What follows belongs to an exercise in optimizing a design on an open flow for small area, a short achievable clock period and few clock cycles; a production flow would make more cautious choices. Where RTL was checked, it was by simulation tests only, not by an equivalence proof against the original. Power figures rest on the tool's default switching activity, not on a simulated workload.

==> job 8078 <==
==> flow/design.v <==
package lc3b_types;
typedef logic [15:0] lc3b_word;
typedef logic [2:0] lc3b_reg;
typedef enum logic [3:0] {
	op_br  = 4'b0000,
	op_add = 4'b0001,
	op_and = 4'b0101,
	op_ldr = 4'b0110,
	op_str = 4'b0111,
	op_not = 4'b1001,
	op_jmp = 4'b1100,
	op_shf = 4'b1101,
	op_lea = 4'b1110
} lc3b_opcode;
typedef enum logic [1:0] {
	fn_add = 2'b00,
	fn_and = 2'b01,
	fn_not = 2'b10
} alu_fn;
typedef union packed {
	struct packed {
		lc3b_opcode opcode;
		lc3b_reg dest;
		lc3b_reg sr1;
		logic imm;          
		logic [1:0] unused;
		lc3b_reg sr2;
	} reg_form;
	struct packed {
		lc3b_opcode opcode;
		lc3b_reg dest;
		lc3b_reg sr1;
		logic imm;
		logic [4:0] imm5;   
	} imm_form;
} lc3b_instr;
endpackage
module tomasulo_core #(parameter tag_width = 3)
(
	input logic clk,
	input logic reset,
	input logic [15:0] instr,
	input logic instr_is_new,
	input logic [15:0] curr_pc,
	output logic stall,
	output logic commit_valid,
	output logic [2:0] commit_reg,
	output logic [15:0] commit_value
);
assign stall = 1'b0;
logic [3:0] opcode;
logic [2:0] dr, sr1, sr2;
logic is_add, is_and, is_not, is_lea, writes;
assign opcode = instr[15:12];
assign dr = instr[11:9];
assign sr1 = instr[8:6];
assign sr2 = instr[2:0];
assign is_add = (opcode == 4'b0001);
assign is_and = (opcode == 4'b0101);
assign is_not = (opcode == 4'b1001);
assign is_lea = (opcode == 4'b1110);
assign writes = is_add | is_and | is_not | is_lea;
logic v2;
logic [2:0] d2;
logic f_and2, f_not2;
logic [15:0] a2, b2;
logic [15:0] res;
always_comb
begin
	if (f_and2)
		res = a2 & b2;
	else if (f_not2)
		res = ~a2;
	else
		res = a2 + b2;
end
logic [15:0] regs [8];
logic use_pc, use_imm;
logic [15:0] imm, early_a, early_b;
logic fwd_a, fwd_b;
assign use_pc = is_lea;
assign use_imm = is_lea | instr[5];
assign imm = is_lea ? {{6{instr[8]}}, instr[8:0], 1'b0} : {{11{instr[4]}}, instr[4:0]};
assign early_a = use_pc ? curr_pc :
	(commit_valid && commit_reg == sr1) ? commit_value : regs[sr1];
assign early_b = use_imm ? imm :
	(commit_valid && commit_reg == sr2) ? commit_value : regs[sr2];
assign fwd_a = v2 && d2 == sr1 && !use_pc;
assign fwd_b = v2 && d2 == sr2 && !use_imm;
logic [15:0] wdata;
assign wdata = reset ? 16'h0000 : commit_value;
always_ff @(posedge clk)
begin
	for (int i = 0; i < 8; i++)
		if (reset || (commit_valid && commit_reg == 3'(i)))
			regs[i] <= wdata;
end
always_ff @(posedge clk)
begin
	if (reset)
		v2 <= 1'b0;
	else
		v2 <= instr_is_new && writes;
	if (reset)
		commit_valid <= 1'b0;
	else
		commit_valid <= v2;
end
always_ff @(posedge clk)
begin
	d2 <= dr;
	f_and2 <= is_and;
	f_not2 <= is_not;
	a2 <= fwd_a ? res : early_a;
	b2 <= fwd_b ? res : early_b;
	commit_reg <= d2;
	commit_value <= res;
end
endmodule
==> flow/flow/run.sh <==
#!/bin/bash
# The standard layout with two changes: ports are buffered with buf_2 cells,
# and clock tree synthesis adds no dummy loads and uses clkbuf_8 buffers.
set -euo pipefail
bash standard.sh \
	"BUFFER_PORTS_ARGS=-buffer_cell sky130_fd_sc_hd__buf_2" \
	"CTS_ARGS=-sink_clustering_enable -repair_clock_nets -dont_use_dummy_load -buf_list sky130_fd_sc_hd__clkbuf_8" \
	finish > standard.log 2>&1
==> flow/standard.sh <==
#!/bin/bash
# synth_recipe.tcl (not shown) runs the flow's synth.tcl, then flattens the netlist and writes it again
# the make line also repeats each setting of config.mk as NAME=value (left out here)
make -C /OpenROAD-flow-scripts/flow DESIGN_CONFIG=/design/flow/config.mk WORK_HOME=/design/flow/orfs CLKGATE_MAP_FILE= SYNTH_SCRIPT=/design/flow/synth_recipe.tcl "${@:-finish}"
==> flow/config.mk <==
export PLATFORM = sky130hd
export DESIGN_NAME = tomasulo_core
export DESIGN_NICKNAME = tomasulo_core
export VERILOG_FILES = /design/flow/design.v
export SDC_FILE = /design/flow/constraint.sdc
export NUM_CORES = 4
export LEC_CHECK = 0
export CAP_MARGIN = 20
export CORE_MARGIN = 2
export CORE_UTILIZATION = 70
export SETUP_SLACK_MARGIN = 2.7
export SLEW_MARGIN = 20
==> flow/constraint.sdc <==
create_clock -name core_clock -period 5.0 [get_ports {clk}]
set_input_delay 1.0000 -clock core_clock [delete_from_list [all_inputs] [get_ports {clk}]]
set_output_delay 1.0000 -clock core_clock [all_outputs]
set_load 0.01 [all_outputs]
==> job 8367 (differences from job 8078) <==
--- a/flow/design.v
+++ b/flow/design.v
@@ -76,22 +76,16 @@
 end
 logic [15:0] regs [8];
-logic use_pc, use_imm;
-logic [15:0] imm, early_a, early_b;
-logic fwd_a, fwd_b;
-assign use_pc = is_lea;
-assign use_imm = is_lea | instr[5];
-assign imm = is_lea ? {{6{instr[8]}}, instr[8:0], 1'b0} : {{11{instr[4]}}, instr[4:0]};
-assign early_a = use_pc ? curr_pc :
-	(commit_valid && commit_reg == sr1) ? commit_value : regs[sr1];
-assign early_b = use_imm ? imm :
-	(commit_valid && commit_reg == sr2) ? commit_value : regs[sr2];
-assign fwd_a = v2 && d2 == sr1 && !use_pc;
-assign fwd_b = v2 && d2 == sr2 && !use_imm;
+logic [15:0] rd1, rd2, op_a, op_b;
+assign rd1 = (v2 && d2 == sr1) ? res : regs[sr1];
+assign rd2 = (v2 && d2 == sr2) ? res : regs[sr2];
+assign op_a = is_lea ? curr_pc : rd1;
+assign op_b = is_lea ? {{6{instr[8]}}, instr[8:0], 1'b0} :
+	instr[5] ? {{11{instr[4]}}, instr[4:0]} : rd2;
 logic [15:0] wdata;
-assign wdata = reset ? 16'h0000 : commit_value;
+assign wdata = reset ? 16'h0000 : res;
 always_ff @(posedge clk)
 begin
 	for (int i = 0; i < 8; i++)
-		if (reset || (commit_valid && commit_reg == 3'(i)))
+		if (reset || (v2 && d2 == 3'(i)))
 			regs[i] <= wdata;
 end
@@ -112,6 +106,6 @@
 	f_and2 <= is_and;
 	f_not2 <= is_not;
-	a2 <= fwd_a ? res : early_a;
-	b2 <= fwd_b ? res : early_b;
+	a2 <= op_a;
+	b2 <= op_b;
 	commit_reg <= d2;
 	commit_value <= res;
==> flow/run.sh (new file) <==
#!/bin/bash
# synth_recipe.tcl (not shown) runs the flow's synth.tcl, then flattens the netlist and writes it again
# the make line also repeats each setting of config.mk as NAME=value (left out here)
make -C /OpenROAD-flow-scripts/flow DESIGN_CONFIG=/design/flow/config.mk WORK_HOME=/design/flow/orfs CLKGATE_MAP_FILE= SYNTH_SCRIPT=/design/flow/synth_recipe.tcl finish
- CORE_UTILIZATION: 70 -> 40
- SETUP_SLACK_MARGIN: 2.7 -> unset
removed: flow/flow/run.sh
removed: flow/standard.sh
==> job 3100 (differences from job 8078) <==
- ABC_AREA: unset -> 1
==> job 8961 (differences from job 8078) <==
--- a/flow/design.v
+++ b/flow/design.v
@@ -66,4 +66,11 @@
 logic [15:0] a2, b2;
 logic [15:0] res;
+logic [8:0] lo;
+logic [7:0] hi0, hi1;
+logic [15:0] sum;
+assign lo = {1'b0, a2[7:0]} + {1'b0, b2[7:0]};
+assign hi0 = a2[15:8] + b2[15:8];
+assign hi1 = a2[15:8] + b2[15:8] + 8'd1;
+assign sum = {lo[8] ? hi1 : hi0, lo[7:0]};
 always_comb
 begin
@@ -73,5 +80,5 @@
 		res = ~a2;
 	else
-		res = a2 + b2;
+		res = sum;
 end
 logic [15:0] regs [8];
- CORE_UTILIZATION: 70 -> 55
==> summary of the runs <==
- The lowest synthesized cell count belongs to job 8367, the highest to job 3100.
- Die area, highest first: job 8367, job 8961, job 3100, job 8078.
- Between job 8367 and job 8961, the lower first-iteration DRC count is in job 8367 (gap 24%, measured against job 8961).
- Of job 3100 and job 8078, job 8078 has the higher combinational power (gap 18%, measured against job 8078).
- Area after synthesis, lowest first: job 8367, job 8961, job 8078, job 3100.
==> figures <==
| metric | job 3100 | job 8078 | job 8961 | job 8367 |
|---|---|---|---|---|
| Result of the run | no timing/DRC/antenna violations | no timing/DRC/antenna violations | no timing/DRC/antenna violations | no timing/DRC/antenna violations |
| Power dissipated in combinational cells | 1120 uW | 1360 uW | 1430 uW | 1360 uW |
| Time the worst path needs with I/O delays and setup | 2.27 ns | 2.30 ns | 2.53 ns | 3.05 ns |
| Global placer's final weighted congestion | 1.04 | 0.947 | 0.897 | 0.849 |
| TritonRoute pass-1 iters | 6 | 10 | 7 | 8 |
| RSZ-0062 raised after global routing | true | true | true | false |
| Area after detailed placement | 10200 um^2 | 9970 um^2 | 10100 um^2 | 10200 um^2 |
| Most common cell in the synthesized netlist | nand2_1 | edfxtp_1 | edfxtp_1 | edfxtp_1 |
| Max Freq | 440 MHz | 434 MHz | 395 MHz | 328 MHz |
| Number of nets produced by synthesis | 1302 | 945 | 939 | 889 |
| Share of layout cells above drive strength 1 | 11.9% | 21.7% | 22.9% | 11.6% |
Testbench counts of job 8078, summed over its fixed seeds: cycles 4,814.
Testbench counts of job 8367, summed over its fixed seeds: cycles 4,814.
Testbench counts of job 3100, summed over its fixed seeds: cycles 4,814.
Only the layout flow was run in job 8961; the RTL was not checked for function there.

==> re-timing with driven ports <==
The results above use ideal ports. As a check the final layouts listed here were re-extracted and re-timed, cells and wires unchanged.
Step 1: set_driving_cell puts a clkbuf_16 on clk and a buf_2 on each other input, an assumption about the parent block.
Step 2 adds t to the input delays and takes it off the output delays; t is the mean of the earliest and latest rising clock arrival at the registers after step 1. Input paths then give back, and output paths get back, about the clock's delay inside the block.
Slacks: ideal ports / drivers / drivers and shift; pairs: ideal ports / drivers.
run	t, ns	slack for setup (ns)	worst setup path after step 2	slew at the worst register clock pin (ns)	worst data-port slew with drivers (ns)
job 8078	0.497	2.697 / 2.686 / 2.189	input to register	0.10 / 0.10	0.07
job 8367	0.473	1.950 / 1.950 / 1.630	input to register	0.08 / 0.08	0.04
job 3100	0.495	2.726 / 2.731 / 2.235	input to register	0.10 / 0.10	0.04
job 8961	0.495	2.470 / 2.470 / 2.144	input to register	0.10 / 0.10	0.06
After both steps setup and hold are still met in every run listed. For job 8078, which loses most, drivers alone change the setup slack by -0.011 ns; drivers and shift together by -0.508 ns.
